What follows belongs to an exercise in optimizing a design on an open flow for small area, a short achievable clock period and few clock cycles; a production flow would make more cautious choices.
Where RTL was checked, it was by simulation tests only, not by an equivalence proof against the original.
No driver is modelled on the clock port, so clock power and skew are understated where the tree is cut down; a real chip needs a root buffer or a tree.
Power is estimated from default activity; no workload was simulated.

// packet_header_decoder_crc32_top
module packet_header_decoder_crc32_top (
  input  logic                      clk_i,
  input  logic                      rst_ni,
  input  logic                      in_valid_i,
  output logic                      in_ready_o,
  input  logic [7:0]                data_byte_i,
  input  logic                      last_byte_i,
  output logic                      out_valid_o,
  input  logic                      out_ready_i,
  output logic [2:0]                status_o,
  output logic [1:0]                pkt_type_o,
  output logic                      truncated_o,
  output logic [phdc_pkg::WinW-1:0] window_o,
  output logic [phdc_pkg::LenW-1:0] payload_length_o,
  output logic [7:0]                seqnum_o,
  output logic [31:0]               timestamp_o,
  output logic [phdc_pkg::CrcW-1:0] header_crc_o,
  output logic [phdc_pkg::CrcW-1:0] payload_crc_o,
  output logic                      payload_crc_checked_o,
  input  logic                      cfg_valid_i,
  output logic                      cfg_ready_o,
  input  logic [0:0]                cfg_index_i,
  input  logic [phdc_pkg::LenW-1:0] cfg_data_i
);
==> flow/config.mk <==
export PLATFORM = sky130hd
export DESIGN_NAME = packet_header_decoder_crc32_top
export DESIGN_NICKNAME = packet_header_decoder_crc32_top
export VERILOG_FILES = /design/flow/design.v
export SDC_FILE = /design/flow/constraint.sdc
export NUM_CORES = 4
export LEC_CHECK = 0
export CAP_MARGIN = 20
export CORE_MARGIN = 2
export CORE_UTILIZATION = 65
export SETUP_SLACK_MARGIN = 0.5
export SLEW_MARGIN = 20
==> flow/constraint.sdc <==
create_clock -name core_clock -period 11.0 [get_ports {clk_i}]
set_input_delay 2.2000 -clock core_clock [delete_from_list [all_inputs] [get_ports {clk_i}]]
set_output_delay 2.2000 -clock core_clock [all_outputs]
set_load 0.01 [all_outputs]
standard.sh (not shown) runs the stock make flow with config.mk's settings and CLKGATE_MAP_FILE= SYNTH_SCRIPT=/design/flow/synth_recipe.tcl, a recipe that flattens the netlist after the stock synthesis.
==> flow/flow/run.sh <==
#!/bin/bash
# Standard ORFS layout (standard.sh, with the standard synthesis), except:
#  - the port buffers are made from the smallest buffer cell;
#  - extra ORFS make variables for the layout steps from flow/make_vars.txt;
#  - flow/clock_tree.tcl builds the clock tree (the clock port drives four
#    mid inverters, each driving two leaf inverters, each leaf driving one
#    cluster of flip-flops) in place of ORFS's
#    CTS step, then repairs timing as that step does; make then carries on
#    from its result with global routing.
# The clock period and constraints are the design's (constraint.sdc as given).
# Each tool run writes its full output to its own log in this folder.
set -euo pipefail
MARGIN=$(cat flow/setup_margin.txt)
EXTRA=""
if [[ -f flow/make_vars.txt ]]; then
  EXTRA="$(cat flow/make_vars.txt)"
fi
export BUFFER_PORTS_ARGS="-buffer_cell sky130_fd_sc_hd__buf_1"
sed -E "s/SETUP_SLACK_MARGIN=[^ ]+/SETUP_SLACK_MARGIN=${MARGIN} ${EXTRA}/" standard.sh > standard_tuned.sh
bash standard.sh synth > synth_make.log 2>&1
bash standard_tuned.sh place > place_make.log 2>&1
export RESULTS="$PWD/orfs/results/${FLOW_PLATFORM}/packet_header_decoder_crc32_top/base"
export PLATFORM_DIR="$FLOW_HOME/platforms/${FLOW_PLATFORM}"
export LIB_FILE="$PLATFORM_DIR/lib/sky130_fd_sc_hd__tt_025C_1v80.lib"
export SETUP_MARGIN="$MARGIN"
export DONT_USE_CELLS="$(make -s -C "$FLOW_HOME" DESIGN_CONFIG="$PWD/config.mk" print-DONT_USE_CELLS 2> dont_use.log | sed -n 's/^DONT_USE_CELLS *[:=]* *//p')"
export NLEAF=$(cat flow/clock_leaves.txt)
export LEAF_BUF=$(cat flow/clock_leaf.txt)
export MID_FANOUT=2
export ROOT_BUF=$(cat flow/clock_root.txt)
openroad -no_init -exit flow/clock_tree.tcl > clock_tree.log 2>&1
bash standard_tuned.sh > layout_make.log 2>&1
Other scripts of this flow, unchanged in this note and not shown: flow/flow/clock_leaf.txt, flow/flow/clock_leaves.txt, flow/flow/clock_root.txt, flow/flow/clock_tree.tcl, flow/flow/make_vars.txt, flow/flow/setup_margin.txt
Testbench counts at the start, summed over its fixed seeds: cycles 160,438.
Next try:
--- a/flow/config.mk
+++ b/flow/config.mk
@@ -9,3 +9,3 @@
 export CORE_MARGIN = 2
-export CORE_UTILIZATION = 65
+export CORE_UTILIZATION = 75
 export SETUP_SLACK_MARGIN = 0.5
Result: Die area drops by 13%; power barely changes; routed wire length barely changes; flip-flop and latch count is unchanged; cell area drops by 0.44%.
In every run of this note, the design's own scripts or RTL, not TritonCTS, make the clock network.

---

== red ==
Another version of the RTL of packet_header_decoder_crc32_top (not shown whole).
For scale: roughly 740 cells after synthesis, roughly 190 flip-flops, about 160 I/O pins, about 8800 um^2 of cells after synthesis.
==> flow/config.mk <==
export PLATFORM = sky130hd
export DESIGN_NAME = packet_header_decoder_crc32_top
export DESIGN_NICKNAME = packet_header_decoder_crc32_top
export VERILOG_FILES = /design/flow/design.v
export SDC_FILE = /design/flow/constraint.sdc
export NUM_CORES = 4
export LEC_CHECK = 0
export CAP_MARGIN = 20
export CORE_MARGIN = 2
export CORE_UTILIZATION = 70
export CTS_BUF_LIST = sky130_fd_sc_hd__clkbuf_8
export SETUP_SLACK_MARGIN = 0.5
export SLEW_MARGIN = 20
==> flow/constraint.sdc <==
create_clock -name core_clock -period 11.0 [get_ports {clk_i}]
set_input_delay 2.2000 -clock core_clock [delete_from_list [all_inputs] [get_ports {clk_i}]]
set_output_delay 2.2000 -clock core_clock [all_outputs]
set_load 0.01 [all_outputs]
==> flow/flow/run.sh <==
#!/bin/bash
# Standard ORFS layout (standard.sh, with the standard synthesis), except:
#  - the port buffers are made from the smallest buffer cell;
#  - clock tree synthesis arguments from flow/cts_args.txt, if present;
#  - extra ORFS make variables for the layout steps from flow/make_vars.txt.
# The clock period and constraints are the design's (constraint.sdc as given).
# Each make run writes its full output to its own log in this folder.
set -euo pipefail
MARGIN=$(cat flow/setup_margin.txt)
EXTRA=""
if [[ -f flow/make_vars.txt ]]; then
  EXTRA="$(cat flow/make_vars.txt)"
fi
export BUFFER_PORTS_ARGS="-buffer_cell sky130_fd_sc_hd__buf_1"
if [[ -f flow/cts_args.txt ]]; then
  export CTS_ARGS="$(cat flow/cts_args.txt)"
fi
sed -E "s/SETUP_SLACK_MARGIN=[^ ]+/SETUP_SLACK_MARGIN=${MARGIN} ${EXTRA}/" standard.sh > standard_tuned.sh
bash standard.sh synth > synth_make.log 2>&1
bash standard_tuned.sh > layout_make.log 2>&1
==> flow/flow/cts_args.txt <==
-sink_clustering_enable -repair_clock_nets -dont_use_dummy_load -buf_list sky130_fd_sc_hd__clkbuf_8
==> flow/flow/make_vars.txt <==

==> flow/flow/setup_margin.txt <==
7.3
red: done, clean on timing, DRC and antenna
#### Input delta (blue over red)
==> flow/flow/run.sh <==
#!/bin/bash
# Standard ORFS layout (standard.sh, with the standard synthesis), except:
#  - the port buffers are made from the smallest buffer cell;
#  - clock tree synthesis arguments from flow/cts_args.txt, if present.
# The clock period and constraints are the design's (constraint.sdc as given).
set -euo pipefail
MARGIN=$(cat flow/setup_margin.txt)
export BUFFER_PORTS_ARGS="-buffer_cell sky130_fd_sc_hd__buf_1"
if [[ -f flow/cts_args.txt ]]; then
  export CTS_ARGS="$(cat flow/cts_args.txt)"
fi
sed -E "s/SETUP_SLACK_MARGIN=[^ ]+/SETUP_SLACK_MARGIN=${MARGIN}/" standard.sh > standard_margin.sh
bash standard.sh synth > synth_make.log 2>&1
bash standard_margin.sh > layout_make.log 2>&1
==> flow/flow/setup_margin.txt <==
7.6
removed: flow/flow/make_vars.txt
==> notes.md <==
Diff red -> blue | via count | increase of about 1.1%. NOTE: met3 routed wirelength in blue falls short of that of red. Slack of the worst reg-to-reg path in blue is 0.04 ns above red. blue: arrival time of data at the critical path endpoint 0.03 ns below red. Final routed DRC violation total came out exactly the same in blue and red. Of the two candidates, red has the worse least setup slack across all paths after layout and blue the better one. The higher time the worst path needs with I/O delays and setup of blue and red is in red. [compare] base=red new=blue: number of ordinary and repair buffers in the finished layout increased by 7 relative to the old numbers; total track usage closely matched the old numbers; total power increased by about 0.5% relative to the old numbers; multi-input combinational area share decreased by 0.21 points relative to the old numbers.
No run of this note included a check of the RTL's function; only the layout flow was run.

---

Setup of violet:
Another version of the RTL of packet_header_decoder_crc32_top (not shown whole).
For scale: about 740 cells after synthesis, roughly 190 flip-flops, ~0.0088 mm² of cells after synthesis.
Design packet_header_decoder_crc32_top, start of the top module:
module packet_header_decoder_crc32_top (
  input  logic                      clk_i,
  input  logic                      rst_ni,
  input  logic                      in_valid_i,
  output logic                      in_ready_o,
  input  logic [7:0]                data_byte_i,
  input  logic                      last_byte_i,
  output logic                      out_valid_o,
  input  logic                      out_ready_i,
  output logic [2:0]                status_o,
  output logic [1:0]                pkt_type_o,
  output logic                      truncated_o,
  output logic [phdc_pkg::WinW-1:0] window_o,
  output logic [phdc_pkg::LenW-1:0] payload_length_o,
  output logic [7:0]                seqnum_o,
  output logic [31:0]               timestamp_o,
  output logic [phdc_pkg::CrcW-1:0] header_crc_o,
  output logic [phdc_pkg::CrcW-1:0] payload_crc_o,
  output logic                      payload_crc_checked_o,
  input  logic                      cfg_valid_i,
  output logic                      cfg_ready_o,
  input  logic [0:0]                cfg_index_i,
  input  logic [phdc_pkg::LenW-1:0] cfg_data_i
);
clock: 11.0 ns
lec_check: 0
cap_margin: 20
core_margin: 2
core_utilization: 40
setup_slack_margin: 0.5
slew_margin: 20
==> flow/flow/run.sh <==
#!/bin/bash
# Standard ORFS layout (standard.sh, with the standard synthesis), except:
#  - the port buffers are made from the smallest buffer cell;
set -euo pipefail
MARGIN=$(cat flow/setup_margin.txt)
export BUFFER_PORTS_ARGS="-buffer_cell sky130_fd_sc_hd__buf_1"
sed -E "s/SETUP_SLACK_MARGIN=[^ ]+/SETUP_SLACK_MARGIN=${MARGIN}/" standard.sh > standard_margin.sh
bash standard.sh synth > synth_make.log 2>&1
bash standard_margin.sh > layout_make.log 2>&1
==> flow/flow/setup_margin.txt <==
7.6
Testbench counts of violet, summed over its fixed seeds: cycles 160,438.
For harbor, these inputs were changed with respect to violet:
--- a/flow/config.mk
+++ b/flow/config.mk
@@ -9,3 +9,4 @@
 export CORE_MARGIN = 2
-export CORE_UTILIZATION = 40
+export CORE_UTILIZATION = 70
+export CTS_BUF_LIST = sky130_fd_sc_hd__clkbuf_8
 export SETUP_SLACK_MARGIN = 0.5
==> notes.md <==
violet was larger in final cell area than harbor.
Number of cells upsized or downsized after cts in harbor vs violet: up 1
The lower time the worst path needs with I/O delays and setup came out of violet.
harbor against violet: effective utilization at floorplan went up, final cell utilization of the core went up.
Any difference in number of nets at the end of the flow between violet and harbor is small enough to ignore.
The internal power consumption in harbor is 0.931 times that in violet.
Compared with violet, harbor shows width of the die lower by 36 µm.

[static timing again, ports no longer ideal]
The flow's constraints put no driver on any port. The routed layouts listed below were extracted and timed again, unchanged, in two steps. Step 1 assumes that a clkbuf_16 drives the clock port and a buf_2 every other input. Step 2 times the ports against the registers' clock, not the clock port: input delays grow and output delays shrink by t, the midpoint of the rising clock arrivals with the driver on. Three values: ideal, step 1, step 2; two values: the first two.
| run | t, ns | slack for setup (ns) | hold WS [ns] | worst slew at a driven data input, ns |
|---|---|---|---|---|
| the first run of note 1 | 0.298 | 8.009 / 7.874 / 7.837 | 0.459 / 0.459 / 0.459 | 0.03 |
| the second run of note 1 | 0.288 | 8.020 / 7.875 / 7.876 | 0.457 / 0.457 / 0.457 | 0.04 |
| red | 0.485 | 7.607 / 7.569 / 7.712 | 0.516 / 0.516 / 0.516 | 0.05 |
| blue | 0.484 | 7.643 / 7.605 / 7.713 | 0.516 / 0.516 / 0.516 | 0.05 |
| violet | 0.469 | 7.654 / 7.611 / 7.684 | 0.510 / 0.510 / 0.510 | 0.04 |
| harbor | 0.512 | 7.633 / 7.592 / 7.702 | 0.518 / 0.518 / 0.518 | 0.04 |
After both steps every run listed still meets setup and hold. The setup slack of the first run of note 1, which loses most, moves by -0.135 ns with the drivers and by -0.172 ns with both steps.
